Source: an optimization exercise on an open RTL-to-GDS flow (aim: small area and a short achievable clock period). Production flows keep margins and buffers that such runs may drop.
No functional check of the RTL was part of any run shown here.
Power and IR drop assume default switching activity.

==> design/flow/design.v <==
package ram_arb_pkg;
    function automatic int calc_id_width(input int num_req);
        calc_id_width = (num_req > 1) ? $clog2(num_req) : 1;
    endfunction
endpackage
module ram_s1p1c #(
    parameter  int WORD_WIDTH = 8,
    parameter  int NROW       = 16,
    parameter  int NCOL       = 16
) (
    input  logic                              clk_i,
    input  logic [NROW-1:0]                   row_rd_i,
    input  logic [1:0][NCOL-1:0]              col_i,
    input  logic [NROW-1:0]                   wrow_n_i,
    input  logic [NCOL-1:0]                   wcol_n_i,
    input  logic [WORD_WIDTH-1:0]             wdata_i,
    output logic [WORD_WIDTH-1:0][NROW/4-1:0] rgrp_o
);
    logic [WORD_WIDTH-1:0] mem_q [NROW][NCOL];
    logic [NCOL-1:0]       wen [NROW];
    for (genvar r = 0; r < NROW; r++) begin : g_wen_row
        for (genvar c = 0; c < NCOL; c++) begin : g_wen_col
            ram_nor2 u_nor (.a_i (wrow_n_i[r]), .b_i (wcol_n_i[c]), .y_o (wen[r][c]));
        end
    end
    always_ff @(posedge clk_i) begin
        for (int r = 0; r < NROW; r++) begin
            for (int c = 0; c < NCOL; c++) begin
                if (wen[r][c]) begin
                    mem_q[r][c] <= wdata_i;
                end
            end
        end
    end
    logic [NROW-1:0] row_n [WORD_WIDTH];
    for (genvar b = 0; b < WORD_WIDTH; b++) begin : g_bit
        for (genvar r = 0; r < NROW; r++) begin : g_row
            logic [NCOL/8-1:0] s;
            for (genvar k = 0; k < NCOL/8; k++) begin : g_ao
                logic [7:0] d;
                for (genvar j = 0; j < 8; j++) begin : g_d
                    assign d[j] = mem_q[r][8*k+j][b];
                end
                ram_ao8 u_ao (.sel_i (col_i[2*b/WORD_WIDTH][8*k +: 8]), .d_i (d), .y_o (s[k]));
            end
            ram_oai21 u_oai (
                .a1_i (s[0]), .a2_i (s[1]), .b_i (row_rd_i[r]), .y_o (row_n[b][r])
            );
        end
        for (genvar k = 0; k < NROW/4; k++) begin : g_rnand
            ram_nand4 u_nand (
                .a_i (row_n[b][4*k]), .b_i (row_n[b][4*k+1]),
                .c_i (row_n[b][4*k+2]), .d_i (row_n[b][4*k+3]),
                .y_o (rgrp_o[b][k])
            );
        end
    end
endmodule
module ram_ao8 (
    input  logic [7:0] sel_i,
    input  logic [7:0] d_i,
    output logic       y_o
);
    assign y_o = |(sel_i & d_i);
endmodule
module ram_ao4 (
    input  logic [3:0] sel_i,
    input  logic [3:0] d_i,
    output logic       y_o
);
    assign y_o = |(sel_i & d_i);
endmodule
module ram_nor2 (
    input  logic a_i, b_i,
    output logic y_o
);
    assign y_o = !(a_i | b_i);
endmodule
module ram_nand2 (
    input  logic a_i, b_i,
    output logic y_o
);
    assign y_o = !(a_i & b_i);
endmodule
module ram_a21o (
    input  logic a1_i, a2_i, b_i,
    output logic y_o
);
    assign y_o = (a1_i & a2_i) | b_i;
endmodule
module ram_a31o (
    input  logic a1_i, a2_i, a3_i, b_i,
    output logic y_o
);
    assign y_o = (a1_i & a2_i & a3_i) | b_i;
endmodule
module ram_nand4 (
    input  logic a_i, b_i, c_i, d_i,
    output logic y_o
);
    assign y_o = !(a_i & b_i & c_i & d_i);
endmodule
module ram_oai21 (
    input  logic a1_i, a2_i, b_i,
    output logic y_o
);
    assign y_o = !((a1_i | a2_i) & b_i);
endmodule
module ram_s1p1c_arb #(
    parameter  int NUM_REQ    = 4,
    parameter  int WORD_WIDTH = 8,
    parameter  int WORD_COUNT = 256,
    localparam int ADDR_WIDTH = $clog2(WORD_COUNT),
    localparam int ID_WIDTH   = ram_arb_pkg::calc_id_width(NUM_REQ)
) (
    input  logic                                 clk_i,
    input  logic                                 rstn_i,
    input  logic [NUM_REQ-1:0]                   req_valid_i,
    output logic [NUM_REQ-1:0]                   req_ready_o,
    input  logic [NUM_REQ-1:0]                   req_we_i,
    input  logic [NUM_REQ-1:0]                   req_lock_i,
    input  logic [NUM_REQ-1:0][ADDR_WIDTH-1:0]   req_addr_i,
    input  logic [NUM_REQ-1:0][WORD_WIDTH-1:0]   req_data_i,
    output logic [NUM_REQ-1:0]                   rsp_valid_o,
    output logic [ID_WIDTH-1:0]                  rsp_id_o,
    output logic [WORD_WIDTH-1:0]                rsp_data_o
);
    localparam int CB   = ADDR_WIDTH / 2;
    localparam int RB   = ADDR_WIDTH - CB;
    localparam int NCOL = 1 << CB;
    localparam int NROW = 1 << RB;
    logic [NUM_REQ-1:0][NUM_REQ-1:0] blk_q, blk_d;
    logic [NUM_REQ-1:0]    ptr_q;
    logic [NUM_REQ-1:0]    gnt, gnt_rd;
    logic [NUM_REQ-1:0]    ptr_d, own_d;
    logic                  lock_d;
    logic [NUM_REQ-1:0]                   rd_q;
    logic [ID_WIDTH-1:0]                  rd_id_d, xid_q;
    logic [WORD_WIDTH-1:0][NROW/4-1:0]    rgrp_q;
    logic [ID_WIDTH-1:0]                  id_hold_q, id_hold_d;
    logic [WORD_WIDTH-1:0]                data_hold_q, data_hold_d, hx_q;
    logic                                 rd_vld_d;
    logic [NUM_REQ-1:0][3:0] lo_row, hi_row, lo_col, hi_col;
    logic [NUM_REQ-1:0][NROW-1:0] dec_row;
    logic [NUM_REQ-1:0]      q_rd, gnt_we;
    logic [NROW-1:0]       row_rd, row_we;
    logic [1:0][NCOL-1:0]  col;           
    logic [WORD_WIDTH-1:0] wdata;
    logic [WORD_WIDTH-1:0][NROW/4-1:0] ram_rgrp;
    logic [WORD_WIDTH-1:0] rdata;
    logic [WORD_WIDTH-1:0] data_oth;
    logic [NROW-1:0]       pw_row_n_q;
    logic [NCOL-1:0]       pw_col_n_q;
    logic [WORD_WIDTH-1:0] pw_data_q;
    logic                  hit;
    logic                  nh_q;
    logic [WORD_WIDTH-1:0] rtree;
    logic [2:0][NUM_REQ-1:0][1:0] ub;
    for (genvar g = 0; g < 3; g++) begin : g_ub
        for (genvar i = 0; i < NUM_REQ; i++) begin : g_req
            for (genvar k = 0; k < 2; k++) begin : g_half
                ram_aoi22 u_aoi (
                    .a1_i (blk_q[i][2*k]),   .a2_i (req_valid_i[2*k]),
                    .b1_i (blk_q[i][2*k+1]), .b2_i (req_valid_i[2*k+1]),
                    .y_o  (ub[g][i][k])
                );
            end
        end
    end
    ram_grant #(.N (NUM_REQ)) u_gnt_out (
        .rstn_i (rstn_i), .blk_i (blk_q), .valid_i (req_valid_i), .gnt_o (req_ready_o)
    );
    ram_grant #(.N (NUM_REQ)) u_gnt (
        .rstn_i (rstn_i), .blk_i (blk_q), .valid_i (req_valid_i), .gnt_o (gnt)
    );
    assign gnt_rd = gnt & ~req_we_i;
    always_comb begin
        for (int i = 0; i < NUM_REQ; i++) begin
            q_rd[i] = rstn_i & req_valid_i[i] & !req_we_i[i];
            for (int k = 0; k < 4; k++) begin
                lo_row[i][k] = q_rd[i] & (req_addr_i[i][5:4] == 2'(k));
                hi_row[i][k] = (req_addr_i[i][7:6] == 2'(k));
                lo_col[i][k] = req_valid_i[i] & (req_addr_i[i][1:0] == 2'(k));
                hi_col[i][k] = (req_addr_i[i][3:2] == 2'(k));
            end
            for (int r = 0; r < NROW; r++) begin
                dec_row[i][r] = (req_addr_i[i][ADDR_WIDTH-1:CB] == RB'(r));
            end
        end
        gnt_we = gnt & req_we_i;
    end
    for (genvar r = 0; r < NROW; r++) begin : g_row_sel
        logic [NUM_REQ-1:0] dwe, t_n;
        for (genvar i = 0; i < NUM_REQ; i++) begin : g_req
            assign dwe[i] = dec_row[i][r];
            ram_nand4 u_t (.a_i (lo_row[i][r%4]), .b_i (hi_row[i][r/4]),
                           .c_i (ub[0][i][0]), .d_i (ub[0][i][1]), .y_o (t_n[i]));
        end
        ram_nand4 u_rd (.a_i (t_n[0]), .b_i (t_n[1]), .c_i (t_n[2]), .d_i (t_n[3]),
                        .y_o (row_rd[r]));
        ram_ao4 u_we (.sel_i (gnt_we), .d_i (dwe), .y_o (row_we[r]));
    end
    for (genvar c = 0; c < NCOL; c++) begin : g_col_sel
        for (genvar h = 0; h < 2; h++) begin : g_half
            logic [NUM_REQ-1:0] t_n;
            for (genvar i = 0; i < NUM_REQ; i++) begin : g_req
                ram_nand4 u_t (.a_i (lo_col[i][c%4]), .b_i (hi_col[i][c/4]),
                               .c_i (ub[1+h][i][0]), .d_i (ub[1+h][i][1]), .y_o (t_n[i]));
            end
            ram_nand4 u_col (.a_i (t_n[0]), .b_i (t_n[1]), .c_i (t_n[2]), .d_i (t_n[3]),
                             .y_o (col[h][c]));
        end
    end
    for (genvar b = 0; b < WORD_WIDTH; b++) begin : g_dat_sel
        logic [NUM_REQ-1:0] dd;
        for (genvar i = 0; i < NUM_REQ; i++) begin : g_req
            assign dd[i] = req_data_i[i][b];
        end
        ram_ao4 u_dat (.sel_i (gnt), .d_i (dd), .y_o (wdata[b]));
    end
    always_comb begin
        own_d  = gnt & req_lock_i;
        lock_d = |own_d;
        for (int i = 0; i < NUM_REQ; i++) begin
            ptr_d[i] = (|gnt) ? gnt[(i + NUM_REQ - 1) % NUM_REQ] : ptr_q[i];
        end
        for (int i = 0; i < NUM_REQ; i++) begin
            for (int j = 0; j < NUM_REQ; j++) begin
                logic is_before;
                is_before = 1'b0;
                for (int p = 0; p < NUM_REQ; p++) begin
                    if (((j - p + NUM_REQ) % NUM_REQ) < ((i - p + NUM_REQ) % NUM_REQ)) begin
                        is_before = is_before | ptr_d[p];
                    end
                end
                blk_d[i][j] = lock_d ? ((i == j) && !own_d[i]) : is_before;
            end
        end
    end
    always_ff @(posedge clk_i) begin
        if (!rstn_i) begin
            ptr_q <= NUM_REQ'(1);
            for (int i = 0; i < NUM_REQ; i++) begin
                for (int j = 0; j < NUM_REQ; j++) begin
                    blk_q[i][j] <= (j < i);
                end
            end
        end else begin
            ptr_q <= ptr_d;
            blk_q <= blk_d;
        end
    end
    ram_s1p1c #(
        .WORD_WIDTH (WORD_WIDTH),
        .NROW       (NROW),
        .NCOL       (NCOL)
    ) u_ram (
        .clk_i    (clk_i),
        .row_rd_i (row_rd),
        .col_i    (col),
        .wrow_n_i (pw_row_n_q),
        .wcol_n_i (pw_col_n_q),
        .wdata_i  (pw_data_q),
        .rgrp_o   (ram_rgrp)
    );
    assign hit = (|(row_rd & ~pw_row_n_q)) & (|(col[0] & ~pw_col_n_q));
    always_ff @(posedge clk_i) begin
        pw_row_n_q <= ~row_we;
        pw_col_n_q <= ~col[0];
        pw_data_q  <= wdata;
        nh_q       <= !hit;
    end
    always_comb begin
        rd_id_d = '0;
        for (int i = 0; i < NUM_REQ; i++) begin
            if (gnt_rd[i]) rd_id_d = rd_id_d | ID_WIDTH'(i);
        end
        rd_vld_d = |gnt_rd;
        data_hold_d = {WORD_WIDTH{rstn_i}} & rdata;
        id_hold_d   = {ID_WIDTH{rstn_i}} & xid_q;
        data_oth = rstn_i ? hx_q : data_hold_q;
    end
    for (genvar b = 0; b < WORD_WIDTH; b++) begin : g_rsp_data
        logic n01, n23;
        ram_nor2  u_n01 (.a_i (rgrp_q[b][0]), .b_i (rgrp_q[b][1]), .y_o (n01));
        ram_nor2  u_n23 (.a_i (rgrp_q[b][2]), .b_i (rgrp_q[b][3]), .y_o (n23));
        ram_nand2 u_or  (.a_i (n01), .b_i (n23), .y_o (rtree[b]));
        logic x01_n, x23_n, oth_n;
        assign oth_n = !data_oth[b];
        ram_o211ai u_x01 (.a1_i (rgrp_q[b][0]), .a2_i (rgrp_q[b][1]), .b_i (rstn_i),
                          .c_i (nh_q), .y_o (x01_n));
        ram_o211ai u_x23 (.a1_i (rgrp_q[b][2]), .a2_i (rgrp_q[b][3]), .b_i (rstn_i),
                          .c_i (nh_q), .y_o (x23_n));
        ram_nand3  u_out (.a_i (x01_n), .b_i (x23_n), .c_i (oth_n), .y_o (rsp_data_o[b]));
        assign rdata[b] = (rtree[b] & nh_q) | hx_q[b];
    end
    for (genvar k = 0; k < ID_WIDTH; k++) begin : g_rsp_id
        ram_mux2  u_out (.s_i (rstn_i), .a1_i (xid_q[k]), .a0_i (id_hold_q[k]),
                         .y_o (rsp_id_o[k]));
    end
    always_ff @(posedge clk_i) begin
        rd_q        <= gnt_rd;
        xid_q       <= rd_id_d | (id_hold_d & {ID_WIDTH{!rd_vld_d}});
        rgrp_q      <= ram_rgrp;
        data_hold_q <= data_hold_d;
        id_hold_q   <= id_hold_d;
        hx_q        <= (pw_data_q & {WORD_WIDTH{hit}}) |
                       (data_hold_d & {WORD_WIDTH{!rd_vld_d}});
    end
    assign rsp_valid_o = rd_q & {NUM_REQ{rstn_i}};
endmodule
module ram_unblk #(
    parameter int N = 4
) (
    input  logic [N-1:0] blk_i,
    input  logic [N-1:0] valid_i,
    output logic         y_o
);
    assign y_o = !(|(blk_i & valid_i));
endmodule
module ram_grant #(
    parameter int N = 4
) (
    input  logic                  rstn_i,
    input  logic [N-1:0][N-1:0]   blk_i,
    input  logic [N-1:0]          valid_i,
    output logic [N-1:0]          gnt_o
);
    for (genvar i = 0; i < N; i++) begin : g_req
        logic y01, y23;
        ram_aoi22 u_a01 (.a1_i (blk_i[i][0]), .a2_i (valid_i[0]),
                         .b1_i (blk_i[i][1]), .b2_i (valid_i[1]), .y_o (y01));
        ram_aoi22 u_a23 (.a1_i (blk_i[i][2]), .a2_i (valid_i[2]),
                         .b1_i (blk_i[i][3]), .b2_i (valid_i[3]), .y_o (y23));
        ram_and4  u_and (.a_i (rstn_i), .b_i (valid_i[i]), .c_i (y01), .d_i (y23),
                         .y_o (gnt_o[i]));
    end
endmodule
module ram_aoi22 (
    input  logic a1_i, a2_i, b1_i, b2_i,
    output logic y_o
);
    assign y_o = !((a1_i & a2_i) | (b1_i & b2_i));
endmodule
module ram_nand3 (
    input  logic a_i, b_i, c_i,
    output logic y_o
);
    assign y_o = !(a_i & b_i & c_i);
endmodule
module ram_o211ai (
    input  logic a1_i, a2_i, b_i, c_i,
    output logic y_o
);
    assign y_o = !((a1_i | a2_i) & b_i & c_i);
endmodule
module ram_mux2 (
    input  logic s_i, a1_i, a0_i,
    output logic y_o
);
    assign y_o = s_i ? a1_i : a0_i;
endmodule
module ram_and4 (
    input  logic a_i, b_i, c_i, d_i,
    output logic y_o
);
    assign y_o = a_i & b_i & c_i & d_i;
endmodule
==> design/flow/flow/run.sh <==
#!/bin/bash
# Layout flow: the standard flow, with port buffers of a fixed cell type and with
# resizing free to change a cell's footprint.
export BUFFER_PORTS_ARGS="-buffer_cell sky130_fd_sc_hd__buf_4"
bash standard.sh MATCH_CELL_FOOTPRINT=0 finish > standard.log 2>&1
==> design/flow/standard.sh <==
#!/bin/bash
# synth_recipe.tcl (not shown) runs the flow's synth.tcl, then flattens the netlist and writes it again
# the make line also repeats each setting of config.mk as NAME=value (left out here)
make -C /OpenROAD-flow-scripts/flow DESIGN_CONFIG=/design/flow/config.mk WORK_HOME=/design/flow/orfs CLKGATE_MAP_FILE= SYNTH_SCRIPT=/design/flow/synth_recipe.tcl "${@:-finish}"
==> design/flow/config.mk <==
export PLATFORM = sky130hd
export DESIGN_NAME = ram_s1p1c_arb
export DESIGN_NICKNAME = ram_s1p1c_arb
export VERILOG_FILES = /design/flow/design.v
export SDC_FILE = /design/flow/constraint.sdc
export NUM_CORES = 4
export LEC_CHECK = 0
export CAP_MARGIN = 20
export CORE_MARGIN = 2
export CORE_UTILIZATION = 60
export CTS_CLUSTER_DIAMETER = 100
export CTS_CLUSTER_SIZE = 26
export PLACE_DENSITY = 0.7
export SETUP_SLACK_MARGIN = 2.25
export SLEW_MARGIN = 20
export SYNTH_HIERARCHICAL = 1
==> design/flow/constraint.sdc <==
create_clock -name core_clock -period 5.0 [get_ports {clk_i}]
set_input_delay 1.0000 -clock core_clock [delete_from_list [all_inputs] [get_ports {clk_i}]]
set_output_delay 1.0000 -clock core_clock [all_outputs]
set_load 0.01 [all_outputs]
==> reports/summary.txt, run 1 <==
Post-synth net total - 4,702
Total number of H-tree levels - 3
Global-route total usage across every layer - 35.4%
Vias per cell - 7.34
Final setup viols - 0
Setup repair after global routing missed its margin - yes
Hold buffers post-CTS - 0
Post-synth top area share - 77.2%
Via count - 50,251
Largest net degree at the start of global routing - 202
Cell area power density - 370 nW/um2
Met3 capacity usage during global routing - 8.56%
Number of unique standard cell types used by synthesis - 41
Sequential standard cell area - 63,900 um2
Root Buffer Master - sky130_fd_sc_hd__clkbuf_16
Nets - 5,084
Area taken by multi-input logic gates - 16,000 um2
Static leakage - 26.7 nW
Area growth, synth to finish - 10.5%
Global-route wire length before repair - 342 mm
EDFF count, synth - 2,048
Highest attainable clock frequency - 345 MHz
Critical path required time - 5.62 ns
Async SR Flop Fraction - 0%
Cell taking the most area after synthesis - sky130_fd_sc_hd__edfxtp_1
Die height - 368 um
Commonest cells post-synth - 2,048 x sky130_fd_sc_hd__edfxtp_1, 1,072 x sky130_fd_sc_hd__a22oi_1, 529 x sky130_fd_sc_hd__nand4_1
Clock sink count - 2,165
Count of placed standard cells including taps - 6,568
Post-detailed-route DRC marker count - 0
Final total negative setup slack - 0 ns
Cts bufs inserted - 93
GRT Residual Overflow - 0
Outcome - timing/DRC/antenna clean
Startpoint types - register
Number of global-route vias before repair - 46,890
CTS tree - built
CTS clock-pin slew for the worst setup and hold paths - 0.10 ns
Normalized max-slew margin - 11.3%
Final Routed Wirelength - 243 mm
Max-Cap Viols - 0
Die area - 136,000 um2
Worst Hold Class - in -> reg
Syn avg cell area - 17.2 um2
Clock latency reported for the late side of the worst-skew pair - 0.77 ns
PortBufs - 95
Number of buffers on the longest clock path - 3
Synth warnings - 13
Instance count of the mapped netlist - 4,624
Grt peak-use layer - met2
Count of pins over their slew limit - 0
Worst Path Arrival - 3.52 ns
Final worst clock skew - 0.0518 ns
Row cnt - 133
Final Critical Period - 2.90 ns
Combined area of all synthesized cells - 79,700 um2
Number of register bits inferred by synthesis - 2,165
Slew at the pin closest to its max-slew limit - 1.33 ns
Worst hold slack after final layout - 0.442 ns
Cell types with the largest area share after synthesis - sky130_fd_sc_hd__edfxtp_1 77%, sky130_fd_sc_hd__a22oi_1 10%, sky130_fd_sc_hd__nand4_1 4.2%, sky130_fd_sc_hd__dfxtp_1 2.9%, sky130_fd_sc_hd__nor2_1 1.7%
Final Non-Filler Cells - 6,848
Ratio of cells with drive above 1 in the final layout - 11.6%
Placer's final routability congestion estimate - 1.00
Category of the critical setup timing path - reg -> reg
Die boundary width - 368 um
Register area share after synthesis - 80.1%
VDD IR max - 306 uV
GR Util met2 - 51.9%
Antenna violations before repair - 16
Period utilization - 58.0%
Crit-path max FO - 64
Global-route met1 utilization - 51.2%
Final hold viol count - 0
Average detailed-routed wire length per instance - 35.4 um
Capturing element type of the critical path - register
Most used DFF post-synth - sky130_fd_sc_hd__edfxtp_1
Number of search-and-repair iterations in the first detailed-routing pass - 7
Core box area - 132,000 um2
Cell with the most instances after synthesis - sky130_fd_sc_hd__edfxtp_1
Drt first-iter violations - 8,957
Starting density of the core - 60.5%
Fillers - 8,780
Total half-perimeter wirelength after legalization and detailed placement - 146 mm
# IOs - 96
Final antenna-violating net count - 0
==> critical path: stages (launching register included) <==
cell and delay, ns:
sky130_fd_sc_hd__dfxtp_4 0.40, sky130_fd_sc_hd__buf_4 0.12, sky130_fd_sc_hd__a22oi_2 0.12, sky130_fd_sc_hd__buf_4 0.21
sky130_fd_sc_hd__nand4_1 0.10, sky130_fd_sc_hd__nand4_1 0.18, sky130_fd_sc_hd__buf_12 0.23, sky130_fd_sc_hd__a22oi_1 0.40
sky130_fd_sc_hd__nand4_1 0.27, sky130_fd_sc_hd__o21ai_1 0.38, sky130_fd_sc_hd__nand4_1 0.15
==> per-module statistics from Yosys, one instance, submodules excluded, a selection <==
module / times used / cell area (um2) / cells / flops+latches
ram_ao8: 256 / 36.3 / 5 / 0
ram_ao4: 24 / 18.8 / 3 / 0
ram_mux2: 2 / 15.0 / 1 / 0
ram_o211ai: 16 / 12.5 / 1 / 0
ram_aoi22: 40 / 12.5 / 1 / 0
ram_and4: 8 / 8.76 / 1 / 0
ram_nand3: 8 / 5.00 / 1 / 0
ram_oai21: 128 / 5.00 / 1 / 0
ram_nor2: 272 / 3.75 / 1 / 0
ram_nand2: 8 / 3.75 / 1 / 0
==> cell usage in the layout, fill, tap and decap left out, drive strengths merged <==
cell and instances:
edfxtp 2048, a22oi 1115, nand4 529, nor2 354
buf 289, clkbuf 174, o21ai 129, dfxtp 117
inv 62, nand2 59, nand2b 39, nor3 29
a21oi 16, o211ai 16, and2 15, nor2b 10
diode 9, nand3 9, o31ai 8, mux2i 8
o2111ai 8, and4 8, nor4 8, nand3b 4
nor3b 4, and3 4, a31oi 4, clkinv 4
or2 2, and2b 2, a211o 2, nor4b 2
mux2 2, or2b 1, and3b 1, a21o 1
bufinv 1
==> sequential cells by signal, indices dropped and copies added, names as in the netlist, 4 cells and up <==
register	flops
blk_q	16
data_hold_q	8
hx_q	8
ptr_q	4
pw_col_n_q	16
pw_data_q	8
pw_row_n_q	16
rd_q	4
rgrp_q	32
u_ram.mem_q	2048
==> worst paths after layout <==
path,startpoint,endpoint,slack (ns),depth (start not counted)
worst max-delay path,blk_q[10]$_SDFF_PN0_,rgrp_q[23]$_DFF_P_,2.10,10
worst min-delay path,req_lock_i[1],blk_q[5]$_SDFF_PN0_,0.44,2
worst max register to register,blk_q[10]$_SDFF_PN0_,rgrp_q[23]$_DFF_P_,2.10,10
worst min register to register,xid_q[1]$_DFF_P_,id_hold_q[1]$_DFF_P_,0.51,1
==> report_power, final <==
group | switching [mW] | total (mW) | internal [mW]
sequential | 0.363 | 20.8 | 20.4
combinational | 2.06 | 2.83 | 0.767
clock | 5.32 | 9.01 | 3.69
total | 7.74 | 32.6 | 24.9
==> cell type report <==
| cell class | count | area share, % |
|---|---|---|
| Antenna cell | 9 | 0.0256 |
| Multi-Input combinational cell | 2389 | 18.1 |
| Tap cell | 1755 | 2.49 |
| Clock inverter | 6 | 0.0995 |
| Clock buffer | 167 | 3.02 |
| Sequential cell | 2165 | 72.6 |
| Timing Repair Buffer | 296 | 3.35 |
| Inverter | 61 | 0.260 |
==> cells by family (layout without fill, tap and decap cells) <==
logic type | Yosys count | after routing | share of synthesized area (%)
DFF | 2165 | 2165 | 80.1
AOI/OAI and AO/OA | 1297 | 1299 | 12.1
and+or+nand+nor | 1079 | 1080 | 7.25
buffers and inverters | 73 | 530 | 0.347
muxes | 10 | 10 | 0.138
other | 0 | 9 | 0
==> metrics by stage <==
step	power, mW	cell area [um2]	utilization, %	setup WS (ns)
floorplan	22.3	79700	-	1.03
global placement	23.7	83800	63.6	0.646
detailed placement	23.7	83800	63.6	0.865
CTS	32.5	87500	66.5	2.22
global route	33.4	88000	66.9	2.15
finish	32.6	88000	66.9	2.10
==> routing by layer <==
metal  part of all wire [%]  wire length (um)  vias to the layer above
met1                     37             90200                    25419
met5                  0.062               150                        -
li1                       -                 -                    20439
met2                     44            108000                     3825
met4                    4.5             11000                       22
met3                     14             33600                      546
==> timing repair <==
item,in CTS,in global routing
resized for setup,124,44
endpoints found under the hold margin,0,0
setup endpoints to repair,59,50
pin swaps,34,27
gates cloned,6,2
setup buffers,52,36
==> run 2, diff against run 1 <==
--- a/design/flow/config.mk
+++ b/design/flow/config.mk
@@ -10,7 +10,7 @@
 export CORE_UTILIZATION = 60
 export CTS_CLUSTER_DIAMETER = 100
 export CTS_CLUSTER_SIZE = 26
-export PLACE_DENSITY = 0.7
+export PLACE_DENSITY = 0.85
 export SETUP_SLACK_MARGIN = 2.25
 export SLEW_MARGIN = 20
 export SYNTH_HIERARCHICAL = 1
==> run 2 against run 1 <==
Compared with the run above: area after synthesis is the same; register-to-register slack improved by 0.13 ns; count of clock-buffer cells in the layout up 3; first-iteration DRC count increased by 16%; largest power group unchanged; global-route usage shrank 1.6 points; clock power increased by 2%.
==> reports/summary.txt, run 2 <==
Highest attainable clock frequency - 337 MHz (-2.2%)
Number of buffers on the longest clock path - 3 (unchanged)
Via count - 51,677 (+2.8%)
Total power of the final layout - 32.8 mW (+0.48%)
Worst Path Arrival - 1.97 ns (-1.55 ns)
Clock sink count - 2,165 (unchanged)
Slew at the pin closest to its max-slew limit - 1.13 ns (-0.197 ns)
Die boundary width - 368 um (unchanged)
Total number of H-tree levels - 3 (unchanged)
Final Non-Filler Cells - 6,842 (-0.088%)
Final Routed Wirelength - 235 mm (-3.3%)
Worst hold slack after final layout - 0.443 ns (+0.000948 ns)
Instance count of the mapped netlist - 4,624 (unchanged)
Area taken by multi-input logic gates - 15,900 um2 (-0.60%)
Synth warnings - 13 (unchanged)
Number of unique standard cell types used by synthesis - 41 (unchanged)
Largest net degree at the start of global routing - 206 (+2.0%)
Category of the critical setup timing path - in -> out
Placer's final routability congestion estimate - 0.974 (-3.0%)
Total half-perimeter wirelength after legalization and detailed placement - 139 mm (-4.6%)
Capturing element type of the critical path - output port
Count of pins over their slew limit - 0 (unchanged)
Number of search-and-repair iterations in the first detailed-routing pass - 7 (unchanged)
CTS tree - built
Outcome - timing/DRC/antenna clean
Area growth, synth to finish - 10.5% (about the same)
Cell taking the most area after synthesis - sky130_fd_sc_hd__edfxtp_1
Critical Path Start - rstn_i
Worst flop-to-flop path startpoint - blk_q[3]$_SDFF_PP0_
Die area - 136,000 um2 (unchanged)
EDFF count, synth - 2,048 (unchanged)
Register area share after synthesis - 80.1% (unchanged)
Cell with the most instances after synthesis - sky130_fd_sc_hd__edfxtp_1
Starting density of the core - 60.5% (unchanged)
Post-layout util - 66.9% (about the same)
Vias per cell - 7.55 (+2.9%)
Combined area of all synthesized cells - 79,700 um2 (unchanged)
Commonest cells post-synth - 2,048 x sky130_fd_sc_hd__edfxtp_1, 1,072 x sky130_fd_sc_hd__a22oi_1, 529 x sky130_fd_sc_hd__nand4_1
Normalized max-slew margin - 24.4% (+13 points)
Most common library cell in the layout ignoring fill and taps - sky130_fd_sc_hd__edfxtp_1
Worst Hold Class - in -> reg
Post-detailed-route DRC marker count - 0 (unchanged)
Cell types with the largest area share after synthesis - sky130_fd_sc_hd__edfxtp_1 77%, sky130_fd_sc_hd__a22oi_1 10%, sky130_fd_sc_hd__nand4_1 4.2%, sky130_fd_sc_hd__dfxtp_1 2.9%, sky130_fd_sc_hd__nor2_1 1.7%
Startpoint types - primary input
Worst reg2reg endpoint - rgrp_q[16]$_DFF_P_
Clock latency reported for the late side of the worst-skew pair - 0.77 ns (about the same)
Die height - 368 um (unchanged)
Setup repair after global routing missed its margin - yes
Register containing the most flip-flops in the final layout - u_ram.mem_q
Number of global-route vias before repair - 49,179 (+4.9%)
Final worst clock skew - 0.0429 ns (-0.00887 ns)
Placed standard-cell area - 83,700 um2 (about the same)
Worst reg2reg setup slack - 2.23 ns (+0.13 ns)
Core box area - 132,000 um2 (unchanged)
Max-Cap Viols - 0 (unchanged)
Number of register bits inferred by synthesis - 2,165 (unchanged)
Cell area after layout - 88,000 um2 (about the same)
Final total negative setup slack - 0 ns (unchanged)
Top library cells by usage in the layout, fill and taps aside - 2,048 x sky130_fd_sc_hd__edfxtp_1, 1,072 x sky130_fd_sc_hd__a22oi_1, 529 x sky130_fd_sc_hd__nand4_1
Post-synth top area share - 77.2% (unchanged)
Global-route total usage across every layer - 33.8% (-1.6 points)
Final setup viols - 0 (unchanged)
Root Buffer Master - sky130_fd_sc_hd__clkbuf_16
Cell area power density - 372 nW/um2 (+0.52%)
CTS clock-pin slew for the worst setup and hold paths - 0.10 ns (about the same)
Syn avg cell area - 17.2 um2 (unchanged)
# IOs - 96 (unchanged)
Final antenna-violating net count - 0 (unchanged)
Period utilization - 59.3% (+1.3 points)
Cell count of the worst reg-to-reg path - 11 (+1)
Worst slack at placement - 1.01 ns (+0.148 ns)
Largest registers - u_ram.mem_q x2048, rgrp_q x32
Most used DFF post-synth - sky130_fd_sc_hd__edfxtp_1
Final Critical Period - 2.97 ns (+0.0667 ns)
Least setup slack across all paths after layout - 2.03 ns (-0.0667 ns)
Sequential standard cell area - 63,900 um2 (about the same)
Nets - 5,073 (-0.22%)
Async SR Flop Fraction - 0% (unchanged)
Global-route wire length before repair - 333 mm (-2.6%)
Critical path endpoint - rsp_data_o[1]
Critical path required time - 4.00 ns (-1.62 ns)
Drt first-iter violations - 10,395 (+16%)
Crit-path max FO - 7 (-89%)
Ratio of cells with drive above 1 in the final layout - 10.8% (-0.77 points)
Antenna violations before repair - 20 (+4)
Fillers - 8,091 (-7.8%)
Cts bufs inserted - 95 (+2.2%)
Count of placed standard cells including taps - 6,545 (-0.35%)
VDD IR max - 416 uV (+36%)
Post-synth net total - 4,702 (unchanged)
Final hold viol count - 0 (unchanged)
Average detailed-routed wire length per instance - 34.3 um (-3.2%)
Static leakage - 26.7 nW (-0.17%)
Row cnt - 133 (unchanged)
Startpoint of the worst hold path - req_lock_i[1]
GRT Residual Overflow - 0 (unchanged)
Largest register FFs - 2,048 (unchanged)
PortBufs - 95 (unchanged)
run 2: per-layer routing:
| metal | track usage [%] | routed length [um] | vias up |
|---|---|---|---|
| li1 | - | - | 20387 |
| met1 | 43.9 | 76400 | 25310 |
| met2 | 51.3 | 107000 | 5017 |
| met3 | 11.3 | 37900 | 943 |
| met4 | 16.9 | 13700 | 20 |
| met5 | 0 | 129 | - |
run 2: how the worst min path moves through the flow:
stage / slack (ns) / end / cells past startpoint
after floorplan: 0.46 / id_hold_q[0]$_DFF_P_ / 1
after global placement: 0.47 / id_hold_q[0]$_DFF_P_ / 1
after detailed placement: 0.48 / id_hold_q[1]$_DFF_P_ / 1
after CTS: 0.40 / blk_q[0]$_SDFF_PN0_ / 2
after global routing: 0.42 / blk_q[0]$_SDFF_PN0_ / 2
final: 0.44 / blk_q[5]$_SDFF_PN0_ / 2
run 2: worst max-delay path, stage by stage:
cell and delay, ns:
sky130_fd_sc_hd__buf_16 0.13, sky130_fd_sc_hd__buf_4 0.15, sky130_fd_sc_hd__mux2i_2 0.26, sky130_fd_sc_hd__nand3_2 0.23, sky130_fd_sc_hd__buf_6 0.19
run 2: per-module statistics from Yosys (local to each module, per instance), excerpt:
module / times used / cell area (um2) / cells / flip-flops and latches
ram_nand2: 8 / 3.75 / 1 / 0
ram_mux2: 2 / 15.0 / 1 / 0
ram_aoi22: 40 / 12.5 / 1 / 0
ram_nor2: 272 / 3.75 / 1 / 0
ram_nand4: 272 / 6.26 / 1 / 0
ram_ao8: 256 / 36.3 / 5 / 0
ram_s1p1c_arb: 1 / 4210 / 470 / 117
run 2: layout make-up:
class,count,area share [%]
Inverter,61,0.260
Clock buffer,170,3.13
Antenna cell,11,0.0313
Sequential cell,2165,72.6
Clock inverter,8,0.165
Multi-Input combinational cell,2388,18.0
Tap cell,1755,2.49
Timing Repair Buffer,284,3.27
run 2: repair_timing:
action                     in CTS  in global routing
gates cloned                    4                  3
hold buffers                    0                  0
resized for setup              76                 44
setup buffers                  88                 13
setup endpoints to repair      59                 54
pin swaps                      46                 17
run 2: cell families (layout without fill, tap and decap cells):
logic type	count (synthesis)	in the layout	synth area share (%)
compound gates	1297	1299	12.1
buf+inv	73	523	0.347
flops	2165	2165	80.1
mux	10	10	0.138
other cells	0	11	0
simple gates	1079	1079	7.25
run 2: report_power, final:
group	switching, mW	total (mW)	internal [mW]	leakage [nW]
registers	0.422	20.8	20.4	19.7
clock network	5.31	9.17	3.87	1.37
logic	2.00	2.76	0.755	5.59
total	7.73	32.8	25.0	26.7
==> run 3, diff against run 2 <==
--- a/design/flow/design.v
+++ b/design/flow/design.v
@@ -167,16 +167,18 @@
             end
         end
     end
+    logic rst_int;
+    ram_inv u_rst (.a_i (rstn_i), .y_o (rst_int));
     ram_grant #(.N (NUM_REQ)) u_gnt_out (
         .rstn_i (rstn_i), .blk_i (blk_q), .valid_i (req_valid_i), .gnt_o (req_ready_o)
     );
     ram_grant #(.N (NUM_REQ)) u_gnt (
-        .rstn_i (rstn_i), .blk_i (blk_q), .valid_i (req_valid_i), .gnt_o (gnt)
+        .rstn_i (!rst_int), .blk_i (blk_q), .valid_i (req_valid_i), .gnt_o (gnt)
     );
     assign gnt_rd = gnt & ~req_we_i;
     always_comb begin
         for (int i = 0; i < NUM_REQ; i++) begin
-            q_rd[i] = rstn_i & req_valid_i[i] & !req_we_i[i];
+            q_rd[i] = !rst_int & req_valid_i[i] & !req_we_i[i];
             for (int k = 0; k < 4; k++) begin
                 lo_row[i][k] = q_rd[i] & (req_addr_i[i][5:4] == 2'(k));
                 hi_row[i][k] = (req_addr_i[i][7:6] == 2'(k));
@@ -238,7 +240,7 @@
         end
     end
     always_ff @(posedge clk_i) begin
-        if (!rstn_i) begin
+        if (rst_int) begin
             ptr_q <= NUM_REQ'(1);
             for (int i = 0; i < NUM_REQ; i++) begin
                 for (int j = 0; j < NUM_REQ; j++) begin
@@ -276,8 +278,8 @@
             if (gnt_rd[i]) rd_id_d = rd_id_d | ID_WIDTH'(i);
         end
         rd_vld_d = |gnt_rd;
-        data_hold_d = {WORD_WIDTH{rstn_i}} & rdata;
-        id_hold_d   = {ID_WIDTH{rstn_i}} & xid_q;
+        data_hold_d = {WORD_WIDTH{!rst_int}} & rdata;
+        id_hold_d   = {ID_WIDTH{!rst_int}} & xid_q;
         data_oth = rstn_i ? hx_q : data_hold_q;
     end
     for (genvar b = 0; b < WORD_WIDTH; b++) begin : g_rsp_data
@@ -360,6 +362,12 @@
 );
     assign y_o = s_i ? a1_i : a0_i;
 endmodule
+module ram_inv (
+    input  logic a_i,
+    output logic y_o
+);
+    assign y_o = !a_i;
+endmodule
 module ram_and4 (
     input  logic a_i, b_i, c_i, d_i,
     output logic y_o
--- a/design/flow/config.mk
+++ b/design/flow/config.mk
@@ -10,7 +10,7 @@
 export CORE_UTILIZATION = 60
 export CTS_CLUSTER_DIAMETER = 100
 export CTS_CLUSTER_SIZE = 26
-export PLACE_DENSITY = 0.85
+export PLACE_DENSITY = 0.7
 export SETUP_SLACK_MARGIN = 2.25
 export SLEW_MARGIN = 20
 export SYNTH_HIERARCHICAL = 1
==> run 3 against run 2 <==
Compared with the run above: clock power decreased by 0.4%; register-to-register slack about the same; utilization increased by 0.95 points; critical endpoint is now rsp_data_o[3]; area after synthesis about the same; final cell count increased by 1.2%; clock skew decreased by 0.018 ns; count of clock-buffer cells in the layout decreased by 2; worst hold slack improved by 0.011 ns; critical path type unchanged.
==> reports/summary.txt, run 3 <==
Clock sink count - 2,165 (unchanged)
Critical path required time - 4.00 ns (about the same)
Area growth, synth to finish - 12.0%
Slew at the pin closest to its max-slew limit - 1.21 ns (+0.0773 ns)
Commonest cells post-synth - 2,048 x sky130_fd_sc_hd__edfxtp_1, 1,072 x sky130_fd_sc_hd__a22oi_1, 529 x sky130_fd_sc_hd__nand4_1
Most common library cell in the layout ignoring fill and taps - sky130_fd_sc_hd__edfxtp_1
Starting density of the core - 60.5% (about the same)
Die height - 368 um (about the same)
Switching power total - 7.84 mW (+1.4%)
VDD IR max - 425 uV (+2.3%)
Nets - 5,159 (+1.7%)
Placer's final routability congestion estimate - 0.935 (-4.0%)
# IOs - 96 (unchanged)
Final total negative setup slack - 0 ns (unchanged)
PortBufs - 95 (unchanged)
Die area - 136,000 um2 (about the same)
Max-Cap Viols - 0 (unchanged)
Synth warnings - 13 (unchanged)
Worst Hold Class - in -> reg
Final Critical Period - 2.98 ns (+0.0108 ns)
Period utilization - 59.6% (+0.22 points)
Final hold viol count - 0 (unchanged)
Switching part of the total - 23.9% (+0.25 points)
Final Routed Wirelength - 249 mm (+5.9%)
Final antenna-violating net count - 0 (unchanged)
Register area share after synthesis - 80.1% (about the same)
CTS tree - built
Final Non-Filler Cells - 6,926 (+1.2%)
Post-layout util - 67.8% (+0.95 points)
Final worst clock skew - 0.0250 ns (-0.0179 ns)
Worst Path Arrival - 1.98 ns (about the same)
Post-synth top area share - 77.2% (about the same)
Global-route total usage across every layer - 34.4% (+0.62 points)
Cell with the biggest individual delay on the critical path - sky130_fd_sc_hd__mux2i_1
Vias per cell - 7.34 (-2.8%)
Cell count of the worst reg-to-reg path - 11 (unchanged)
Instance count of the mapped netlist - 4,630 (+0.13%)
Top library cells by usage in the layout, fill and taps aside - 2,048 x sky130_fd_sc_hd__edfxtp_1, 1,065 x sky130_fd_sc_hd__a22oi_1, 529 x sky130_fd_sc_hd__nand4_1
Cells along the critical path - buf_12 > buf_16 > mux2i_1 > nand3_2 > buf_6
Worst path bufs/invs - 3 (unchanged)
Combined area of all synthesized cells - 79,700 um2 (about the same)
Post-synth net total - 4,708 (+0.13%)
Critical Path Start - rstn_i
Grt peak-use layer - met2
GR Util met2 - 50.7% (-0.60 points)
Cell taking the most area after synthesis - sky130_fd_sc_hd__edfxtp_1
Worst reg2reg endpoint - hx_q[6]$_DFF_P_
Root Buffer Master - sky130_fd_sc_hd__clkbuf_16
Count of placed standard cells including taps - 6,583 (+0.58%)
Ratio of cells with drive above 1 in the final layout - 13.0% (+2.2 points)
Clock latency reported for the late side of the worst-skew pair - 0.77 ns (about the same)
GRT Residual Overflow - 0 (unchanged)
Met3 capacity usage during global routing - 7.40% (-3.9 points)
Cell area power density - 368 nW/um2 (-1.1%)
Combinational cell fraction of total power - 9.1% (+0.7 points)
Fillers - 8,685 (+7.3%)
Largest registers - u_ram.mem_q x2048, rgrp_q x32
Internal Pwr Total - 25.0 mW (about the same)
Final setup viols - 0 (unchanged)
Startpoint types - primary input
Normalized max-slew margin - 19.3% (-5.0 points)
Worst reg2reg setup slack - 2.22 ns (about the same)
Number of buffers on the longest clock path - 3 (unchanged)
Capturing element type of the critical path - output port
Via count - 50,844 (-1.6%)
Maximum cell stage delay along the critical path - 0.24 ns (-0.02 ns)
Number of global-route vias before repair - 46,705 (-5.0%)
Crit-path max FO - 8 (+1)
Total power of the final layout - 32.9 mW (+0.33%)
Largest net degree at the start of global routing - 176 (-15%)
Critical path endpoint - rsp_data_o[3]
Die boundary width - 368 um (about the same)
Static leakage - 27.3 nW (+2.3%)
Cts bufs inserted - 94 (-1.1%)
CTS clock-pin slew for the worst setup and hold paths - 0.10 ns (about the same)
Portion of total power attributed to sequential cells - 63.2% (-0.4 points)
Row cnt - 133 (unchanged)
Clock power share - 27.8% (-0.2 points)
EDFF count, synth - 2,048 (unchanged)
Largest register FFs - 2,048 (unchanged)
Category of the critical setup timing path - in -> out
Outcome - timing/DRC/antenna clean
Gate family responsible for the most delay along the worst path - buffers and inverters
Syn avg cell area - 17.2 um2 (-0.12%)
Setup repair after global routing missed its margin - yes
Antenna violations before repair - 19 (-5.0%)
Total number of H-tree levels - 3 (unchanged)
Drt first-iter violations - 9,792 (-5.8%)
Global-route wire length before repair - 335 mm (+0.60%)
Async SR Flop Fraction - 0% (unchanged)
Hold buffers post-CTS - 0 (unchanged)
Highest attainable clock frequency - 336 MHz (-0.36%)
Total half-perimeter wirelength after legalization and detailed placement - 143 mm (+3.2%)
Number of unique standard cell types used by synthesis - 43 (+4.9%)
Most used DFF post-synth - sky130_fd_sc_hd__edfxtp_1
Number of register bits inferred by synthesis - 2,165 (unchanged)
Worst hold slack after final layout - 0.455 ns (+0.0115 ns)
Count of pins over their slew limit - 0 (unchanged)
Worst flop-to-flop path startpoint - blk_q[4]$_SDFF_PP1_
WP depth - 5 (unchanged)
Post-detailed-route DRC marker count - 0 (unchanged)
Number of search-and-repair iterations in the first detailed-routing pass - 7 (unchanged)
Average detailed-routed wire length per instance - 35.9 um (+4.6%)
Cell with the most instances after synthesis - sky130_fd_sc_hd__edfxtp_1
Cell types with the largest area share after synthesis - sky130_fd_sc_hd__edfxtp_1 77%, sky130_fd_sc_hd__a22oi_1 10%, sky130_fd_sc_hd__nand4_1 4.2%, sky130_fd_sc_hd__dfxtp_1 2.9%, sky130_fd_sc_hd__nor2_1 1.7%
Core box area - 132,000 um2 (unchanged)
Global-route met1 utilization - 50.7% (+6.8 points)
Register containing the most flip-flops in the final layout - u_ram.mem_q
-- run 3: worst min path at each step --
| stage | from | endpoint | slack [ns] | cells after the start |
|---|---|---|---|---|
| detailed placement | xid_q[0]$_DFF_P_ | id_hold_q[0]$_DFF_P_ | 0.47 | 1 |
| finish | req_data_i[28] | pw_data_q[4]$_DFF_P_ | 0.45 | 3 |
| global route | req_lock_i[2] | blk_q[10]$_SDFF_PP0_ | 0.47 | 2 |
| floorplan | xid_q[1]$_DFF_P_ | id_hold_q[1]$_DFF_P_ | 0.46 | 1 |
| CTS | req_data_i[31] | pw_data_q[7]$_DFF_P_ | 0.43 | 3 |
| global placement | xid_q[0]$_DFF_P_ | id_hold_q[0]$_DFF_P_ | 0.47 | 1 |
-- run 3: cell type report --
class / instances / area, um2 / share of cell area [%]
flip-flops and latches: 2165 / 63900 / 71.6
multi-input cells: 2392 / 16200 / 18.1
repair buffers: 366 / 3930 / 4.40
clock buffers: 168 / 2690 / 3.02
well taps: 1755 / 2200 / 2.46
inverters: 62 / 236 / 0.265
clock inverters: 7 / 113 / 0.126
diodes: 11 / 27.5 / 0.0308
-- run 3: cell families after synthesis --
group	synth area share (%)
flip-flops	80.1
multiplexers	0.138
AO/OA/AOI/OAI	12.1
buffers and inverters	0.355
AND/OR/NAND/NOR	7.25
-- run 3: worst min-delay path, stage by stage --
cell                      delay, ns
sky130_fd_sc_hd__buf_4         0.08
sky130_fd_sc_hd__a22oi_1       0.05
sky130_fd_sc_hd__nand2_1       0.06
-- run 3: power by group through the flow --
| stage | logic [mW] | registers (mW) | clock network, mW |
|---|---|---|---|
| after floorplan | 1.00 | 21.3 | 0 |
| after CTS | 2.68 | 20.7 | 9.14 |
| final | 2.98 | 20.8 | 9.13 |
| after global routing | 3.09 | 20.8 | 9.73 |
| after global placement | 2.48 | 21.1 | 0 |
| after detailed placement | 2.53 | 21.1 | 0 |
-- run 3: repair_timing --
action / CTS / global route
pin swaps: 36 / 42
cloned: 2 / 16
buffers inserted: 76 / 62
gates resized for setup: 106 / 125
endpoints found under the setup margin: 60 / 73
-- run 3: routing by layer --
| metal | share of wire [%] | routed length [um] |
|---|---|---|
| met5 | 0.097 | 241 |
| met2 | 44 | 109000 |
| met1 | 37 | 90800 |
| met3 | 14 | 35800 |
| met4 | 5.0 | 12500 |
-- run 3: stage by stage --
stage	setup WS (ns)	instance area, um2
2_1_floorplan	1.03	79700
3_3_place_gp	0.453	84000
3_5_place_dp	0.325	84000
4_1_cts	2.06	87900
5_1_grt	2.03	89200
6_report	2.02	89300
-- run 3: modules after synthesis (local to each module, per instance), a selection --
module         area, um2  flops+latches  times used
ram_nand3           5.00              0           8
ram_o211ai          12.5              0          16
ram_nand2           3.75              0           8
ram_mux2            15.0              0           2
ram_ao4             18.8              0          24
ram_nor2            3.75              0         272
ram_nand4           6.26              0         272
ram_inv             3.75              0           1
ram_and4            8.76              0           8
ram_s1p1c_arb       4210            117           1
ram_aoi22           12.5              0          40
ram_ao8             36.3              0         256
==> run 4, diff against run 3 <==
--- a/design/flow/design.v
+++ b/design/flow/design.v
@@ -10,7 +10,7 @@
 ) (
     input  logic                              clk_i,
     input  logic [NROW-1:0]                   row_rd_i,
-    input  logic [1:0][NCOL-1:0]              col_i,
+    input  logic [3:0][NCOL-1:0]              col_i,
     input  logic [NROW-1:0]                   wrow_n_i,
     input  logic [NCOL-1:0]                   wcol_n_i,
     input  logic [WORD_WIDTH-1:0]             wdata_i,
@@ -41,7 +41,7 @@
                 for (genvar j = 0; j < 8; j++) begin : g_d
                     assign d[j] = mem_q[r][8*k+j][b];
                 end
-                ram_ao8 u_ao (.sel_i (col_i[2*b/WORD_WIDTH][8*k +: 8]), .d_i (d), .y_o (s[k]));
+                ram_ao8 u_ao (.sel_i (col_i[4*b/WORD_WIDTH][8*k +: 8]), .d_i (d), .y_o (s[k]));
             end
             ram_oai21 u_oai (
                 .a1_i (s[0]), .a2_i (s[1]), .b_i (row_rd_i[r]), .y_o (row_n[b][r])
@@ -140,11 +140,12 @@
     logic [ID_WIDTH-1:0]                  id_hold_q, id_hold_d;
     logic [WORD_WIDTH-1:0]                data_hold_q, data_hold_d, hx_q;
     logic                                 rd_vld_d;
-    logic [NUM_REQ-1:0][3:0] lo_row, hi_row, lo_col, hi_col;
+    logic [NUM_REQ-1:0][3:0] lo_row, hi_row;
+    logic [1:0][NUM_REQ-1:0][3:0] lo_col, hi_col;    
     logic [NUM_REQ-1:0][NROW-1:0] dec_row;
     logic [NUM_REQ-1:0]      q_rd, gnt_we;
     logic [NROW-1:0]       row_rd, row_we;
-    logic [1:0][NCOL-1:0]  col;           
+    logic [3:0][NCOL-1:0]  col;           
     logic [WORD_WIDTH-1:0] wdata;
     logic [WORD_WIDTH-1:0][NROW/4-1:0] ram_rgrp;
     logic [WORD_WIDTH-1:0] rdata;
@@ -182,8 +183,6 @@
             for (int k = 0; k < 4; k++) begin
                 lo_row[i][k] = q_rd[i] & (req_addr_i[i][5:4] == 2'(k));
                 hi_row[i][k] = (req_addr_i[i][7:6] == 2'(k));
-                lo_col[i][k] = req_valid_i[i] & (req_addr_i[i][1:0] == 2'(k));
-                hi_col[i][k] = (req_addr_i[i][3:2] == 2'(k));
             end
             for (int r = 0; r < NROW; r++) begin
                 dec_row[i][r] = (req_addr_i[i][ADDR_WIDTH-1:CB] == RB'(r));
@@ -191,6 +190,13 @@
         end
         gnt_we = gnt & req_we_i;
     end
+    for (genvar p = 0; p < 2; p++) begin : g_col_dec
+        for (genvar i = 0; i < NUM_REQ; i++) begin : g_req
+            ram_dec2q u_lo (.q_i (req_valid_i[i]), .a_i (req_addr_i[i][1:0]),
+                            .y_o (lo_col[p][i]));
+            ram_dec2  u_hi (.a_i (req_addr_i[i][3:2]), .y_o (hi_col[p][i]));
+        end
+    end
     for (genvar r = 0; r < NROW; r++) begin : g_row_sel
         logic [NUM_REQ-1:0] dwe, t_n;
         for (genvar i = 0; i < NUM_REQ; i++) begin : g_req
@@ -203,11 +209,11 @@
         ram_ao4 u_we (.sel_i (gnt_we), .d_i (dwe), .y_o (row_we[r]));
     end
     for (genvar c = 0; c < NCOL; c++) begin : g_col_sel
-        for (genvar h = 0; h < 2; h++) begin : g_half
+        for (genvar h = 0; h < 4; h++) begin : g_copy
             logic [NUM_REQ-1:0] t_n;
             for (genvar i = 0; i < NUM_REQ; i++) begin : g_req
-                ram_nand4 u_t (.a_i (lo_col[i][c%4]), .b_i (hi_col[i][c/4]),
-                               .c_i (ub[1+h][i][0]), .d_i (ub[1+h][i][1]), .y_o (t_n[i]));
+                ram_nand4 u_t (.a_i (lo_col[h/2][i][c%4]), .b_i (hi_col[h/2][i][c/4]),
+                               .c_i (ub[1+h/2][i][0]), .d_i (ub[1+h/2][i][1]), .y_o (t_n[i]));
             end
             ram_nand4 u_col (.a_i (t_n[0]), .b_i (t_n[1]), .c_i (t_n[2]), .d_i (t_n[3]),
                              .y_o (col[h][c]));
@@ -362,6 +368,23 @@
 );
     assign y_o = s_i ? a1_i : a0_i;
 endmodule
+module ram_dec2q (
+    input  logic       q_i,
+    input  logic [1:0] a_i,
+    output logic [3:0] y_o
+);
+    always_comb begin
+        for (int k = 0; k < 4; k++) y_o[k] = q_i & (a_i == 2'(k));
+    end
+endmodule
+module ram_dec2 (
+    input  logic [1:0] a_i,
+    output logic [3:0] y_o
+);
+    always_comb begin
+        for (int k = 0; k < 4; k++) y_o[k] = (a_i == 2'(k));
+    end
+endmodule
 module ram_inv (
     input  logic a_i,
     output logic y_o
==> run 4 against run 3 <==
Compared with the run above: still clean; setup slack got worse by 0.030 ns; clock power down 1%; wire length rose by 15%; count of clock-buffer cells in the layout is 10 lower; critical path type is now reg -> reg; critical endpoint is now rgrp_q[23]$_DFF_P_.
==> reports/summary.txt, run 4 <==
Worst reg2reg endpoint - rgrp_q[23]$_DFF_P_
Maximum cell stage delay along the critical path - 0.46 ns (+0.22 ns)
Worst Path Arrival - 3.63 ns (+1.65 ns)
Number of unique standard cell types used by synthesis - 42 (-2.3%)
Startpoint types - register
Most repeated library cell on the critical path - sky130_fd_sc_hd__nand4_1
Largest net degree at the start of global routing - 187 (+6.3%)
Cell taking the most area after synthesis - sky130_fd_sc_hd__edfxtp_1
Worst reg2reg setup slack - 1.99 ns (-0.23 ns)
Number of cells on the worst hold path - 2 (-1)
Drt first-iter violations - 11,487 (+17%)
Critical path required time - 5.63 ns (+1.63 ns)
Die area - 138,000 um2 (+1.6%)
Setup repair after global routing missed its margin - yes
Clock sink count - 2,165 (unchanged)
Ratio of cells with drive above 1 in the final layout - 16.5% (+3.4 points)
Cell with the biggest individual delay on the critical path - sky130_fd_sc_hd__nand4_1
Global-route total usage across every layer - 39.7% (+5.3 points)
Endpoint of the worst hold path - blk_q[5]$_SDFF_PP0_
Largest registers - u_ram.mem_q x2048, rgrp_q x32
Outcome - timing/DRC/antenna clean
Syn avg cell area - 16.8 um2 (-2.2%)
Final Critical Period - 3.01 ns (+0.0303 ns)
Register area share after synthesis - 78.8% (-1.3 points)
Cts bufs inserted - 93 (-1.1%)
Number of register bits inferred by synthesis - 2,165 (unchanged)
Final antenna-violating net count - 0 (unchanged)
Final hold viol count - 0 (unchanged)
Static leakage - 28.4 nW (+4.1%)
Global-route wire length before repair - 379 mm (+13%)
Commonest cells post-synth - 2,048 x sky130_fd_sc_hd__edfxtp_1, 1,074 x sky130_fd_sc_hd__a22oi_1, 688 x sky130_fd_sc_hd__nand4_1
Register containing the most flip-flops in the final layout - u_ram.mem_q
Starting density of the core - 60.5% (about the same)
CTS clock-pin slew for the worst setup and hold paths - 0.11 ns (about the same)
Routed wl met2 - 122 mm (+12%)
Most common library cell in the layout ignoring fill and taps - sky130_fd_sc_hd__edfxtp_1
Core box area - 134,000 um2 (+1.6%)
Total number of H-tree levels - 3 (unchanged)
Capturing element type of the critical path - register
Number of global-route vias before repair - 50,033 (+7.1%)
Number of buffers on the longest clock path - 3 (unchanged)
Via count - 55,362 (+8.9%)
Die height - 371 um (+0.80%)
Row cnt - 134 (+0.75%)
Sum of met3 wire segment lengths after detailed routing - 42.9 mm (+20%)
Most used DFF post-synth - sky130_fd_sc_hd__edfxtp_1
Placer's final routability congestion estimate - 1.01 (+8.4%)
Final worst clock skew - 0.0442 ns (+0.0192 ns)
Cells along the critical path - buf_6 > a22oi_2 > buf_6 > nand4_1 > nand4_1 > buf_4 > clkbuf_16 > a22oi_1 > nand4_1 > o21ai_2 > nand4_1
Period utilization - 60.2% (+0.61 points)
Die boundary width - 371 um (+0.80%)
Nets - 5,477 (+6.2%)
Length of routed wiring on met1 - 95.8 mm (+5.4%)
Number of search-and-repair iterations in the first detailed-routing pass - 10 (+3)
Final total negative setup slack - 0 ns (unchanged)
Final setup viols - 0 (unchanged)
Max-Cap Viols - 0 (unchanged)
Cell with the most instances after synthesis - sky130_fd_sc_hd__edfxtp_1
Antenna violations before repair - 8 (-11)
Combined area of all synthesized cells - 81,000 um2 (+1.6%)
Post-synth net total - 4,889 (+3.8%)
Slew at the pin closest to its max-slew limit - 1.25 ns (+0.0367 ns)
Highest routed layer - met5
Total half-perimeter wirelength after legalization and detailed placement - 165 mm (+15%)
Clock latency reported for the late side of the worst-skew pair - 0.78 ns (about the same)
Cell count of the worst reg-to-reg path - 11 (unchanged)
Placed standard-cell area - 85,800 um2 (+2.2%)
Post-detailed-route DRC marker count - 0 (unchanged)
GRT Residual Overflow - 0 (unchanged)
Area growth, synth to finish - 14.2%
Async SR Flop Fraction - 0% (unchanged)
Cell types with the largest area share after synthesis - sky130_fd_sc_hd__edfxtp_1 76%, sky130_fd_sc_hd__a22oi_1 10%, sky130_fd_sc_hd__nand4_1 5.3%, sky130_fd_sc_hd__dfxtp_1 2.9%, sky130_fd_sc_hd__nor2_1 1.6%
Final Routed Wirelength - 286 mm (+15%)
Largest register FFs - 2,048 (unchanged)
Post-synth top area share - 75.9% (-1.2 points)
PortBufs - 95 (unchanged)
CTS tree - built
Average detailed-routed wire length per instance - 39.4 um (+9.9%)
Top library cells by usage in the layout, fill and taps aside - 2,048 x sky130_fd_sc_hd__edfxtp_1, 1,016 x sky130_fd_sc_hd__a22oi_1, 688 x sky130_fd_sc_hd__nand4_1
Cell area after layout - 92,500 um2 (+3.6%)
Vias per cell - 7.64 (+4.1%)
Count of pins over their slew limit - 0 (unchanged)
Root Buffer Master - sky130_fd_sc_hd__clkbuf_16
EDFF count, synth - 2,048 (unchanged)
Instance count of the mapped netlist - 4,811 (+3.9%)
Highest attainable clock frequency - 332 MHz (-1.0%)
Synth warnings - 15 (+2)
Normalized max-slew margin - 16.8% (-2.6 points)
Crit-path max FO - 8 (unchanged)
Worst Hold Class - in -> reg
Startpoint of the worst hold path - req_lock_i[1]
# IOs - 96 (unchanged)
Worst flop-to-flop path startpoint - blk_q[4]$_SDFF_PP1_
Category of the critical setup timing path - reg -> reg
VDD IR max - 296 uV (-30%)
Cell area power density - 360 nW/um2 (-2.2%)
[run 4: changes by cell type in the layout (fill, tap and decap cells not counted), sizes merged, moves of 7 or more]
cell   delta
nand4   +159
buf     +129
and3b    +15
nand2    -10
nor2      -9
and2b     +7
and3      +7
diode     -7
[run 4: how the worst max path moves through the flow]
stage | start | end | slack (ns) | cells past startpoint
2_1_floorplan | req_valid_i[0] | nh_q$_DFF_P_ | 1.59 | 7
5_1_grt | blk_q[5]$_SDFF_PP0_ | rgrp_q[3]$_DFF_P_ | 2.03 | 10
3_3_place_gp | req_valid_i[0] | rgrp_q[23]$_DFF_P_ | 0.30 | 10
3_5_place_dp | req_valid_i[2] | rgrp_q[23]$_DFF_P_ | 0.28 | 10
4_1_cts | rstn_i | rsp_data_o[7] | 2.08 | 5
6_report | blk_q[4]$_SDFF_PP1_ | rgrp_q[23]$_DFF_P_ | 1.99 | 11
[run 4: modules after synthesis (local to each module, per instance), excerpt]
| module | times used | area, um2 | flip-flops and latches | cells |
|---|---|---|---|---|
| ram_s1p1c_arb | 1 | 4000 | 117 | 432 |
| ram_ao8 | 256 | 36.3 | 0 | 5 |
| ram_ao4 | 24 | 18.8 | 0 | 3 |
| ram_o211ai | 16 | 12.5 | 0 | 1 |
| ram_aoi22 | 40 | 12.5 | 0 | 1 |
| ram_and4 | 8 | 8.76 | 0 | 1 |
| ram_nand4 | 432 | 6.26 | 0 | 1 |
[run 4: critical path, delay by kind of cell, from the launching register on]
family                 cells  cell delay (ns)
AO/OA/AOI/OAI              3             0.80
buffers and inverters      4             0.73
flip-flops                 1             0.41
AND/OR/NAND/NOR            4             0.91
[run 4: final cells by class]
cell class | count | area, um2
sequential | 2165 | 63900
timing repair buffer | 502 | 5550
fill | 8673 | 41300
clock inverter | 9 | 116
antenna | 4 | 10.0
tap | 1768 | 2210
inverter | 62 | 233
multi-input combinational | 2575 | 17800
clock buffer | 158 | 2610
[run 4: cells by family after synthesis]
group	after synthesis	share of synthesized area [%]
AOI/OAI and AO/OA	1299	11.9
buffers and inverters	74	0.345
DFF	2165	78.8
muxes	10	0.136
and+or+nand+nor	1263	8.75
[run 4: where the power goes]
group | switching (mW) | internal, mW | leakage [nW]
clock network | 5.38 | 3.64 | 1.30
registers | 0.287 | 20.3 | 19.6
logic | 2.65 | 1.02 | 7.52
[run 4: stage by stage]
step	cells	power [mW]	setup WS [ns]	util, %	hold WS, ns
after detailed placement	6813	24.0	0.280	64.1	0.479
final	7243	33.3	1.99	69.1	0.402
after global routing	7239	33.9	2.03	69.1	0.410
after CTS	7093	32.7	2.08	67.3	0.384
after floorplan	4811	22.2	1.59	-	0.464
after global placement	6813	23.9	0.298	64.1	0.475
[run 4: routing by layer]
metal | global-route usage [%] | vias up
met3 | 9.94 | 913
li1 | - | 21766
met1 | 53.4 | 27579
met4 | 27.0 | 8
met5 | 0 | -
met2 | 57.5 | 5096
[run 4: timing repair]
item | 4_1_cts | 5_1_grt
cloned | 9 | 28
setup endpoints to repair | 60 | 68
buffers inserted | 104 | 118
pin swaps | 68 | 147
resized for setup | 140 | 222
hold buffers | 0 | 0

afterwards: timing with drivers on the ports:
How much do the figures lean on ideal ports? The routed layouts below were timed once more, with nothing changed but the port constraints.
Step 1, drivers: a clkbuf_16 drives clk_i and a buf_2 each remaining input, both assumed.
Step 2, shift: input delay + t, output delay - t, t = (earliest + latest rising clock arrival at the registers) / 2. This alone moves slack from input paths to output paths.
Slacks: no drivers / after step 1 / after step 2; pairs: no drivers / after step 1.
run | shift t [ns] | setup slack, ns | hold slack, ns | cell pins on the clock port's net
run 1 | 0.809 | 2.099 / 1.929 / 1.157 | 0.442 / 0.410 / 0.511 | 1
run 2 | 0.834 | 2.032 / 1.732 / 1.367 | 0.443 / 0.396 / 0.535 | 1
run 3 | 0.838 | 2.022 / 1.957 / 1.260 | 0.455 / 0.398 / 0.491 | 1
run 4 | 0.837 | 1.991 / 1.935 / 1.098 | 0.402 / 0.353 / 0.505 | 1
After both steps every run listed still meets setup and hold. For run 1, which loses most, drivers alone change the setup slack by -0.170 ns; drivers and shift together by -0.942 ns.
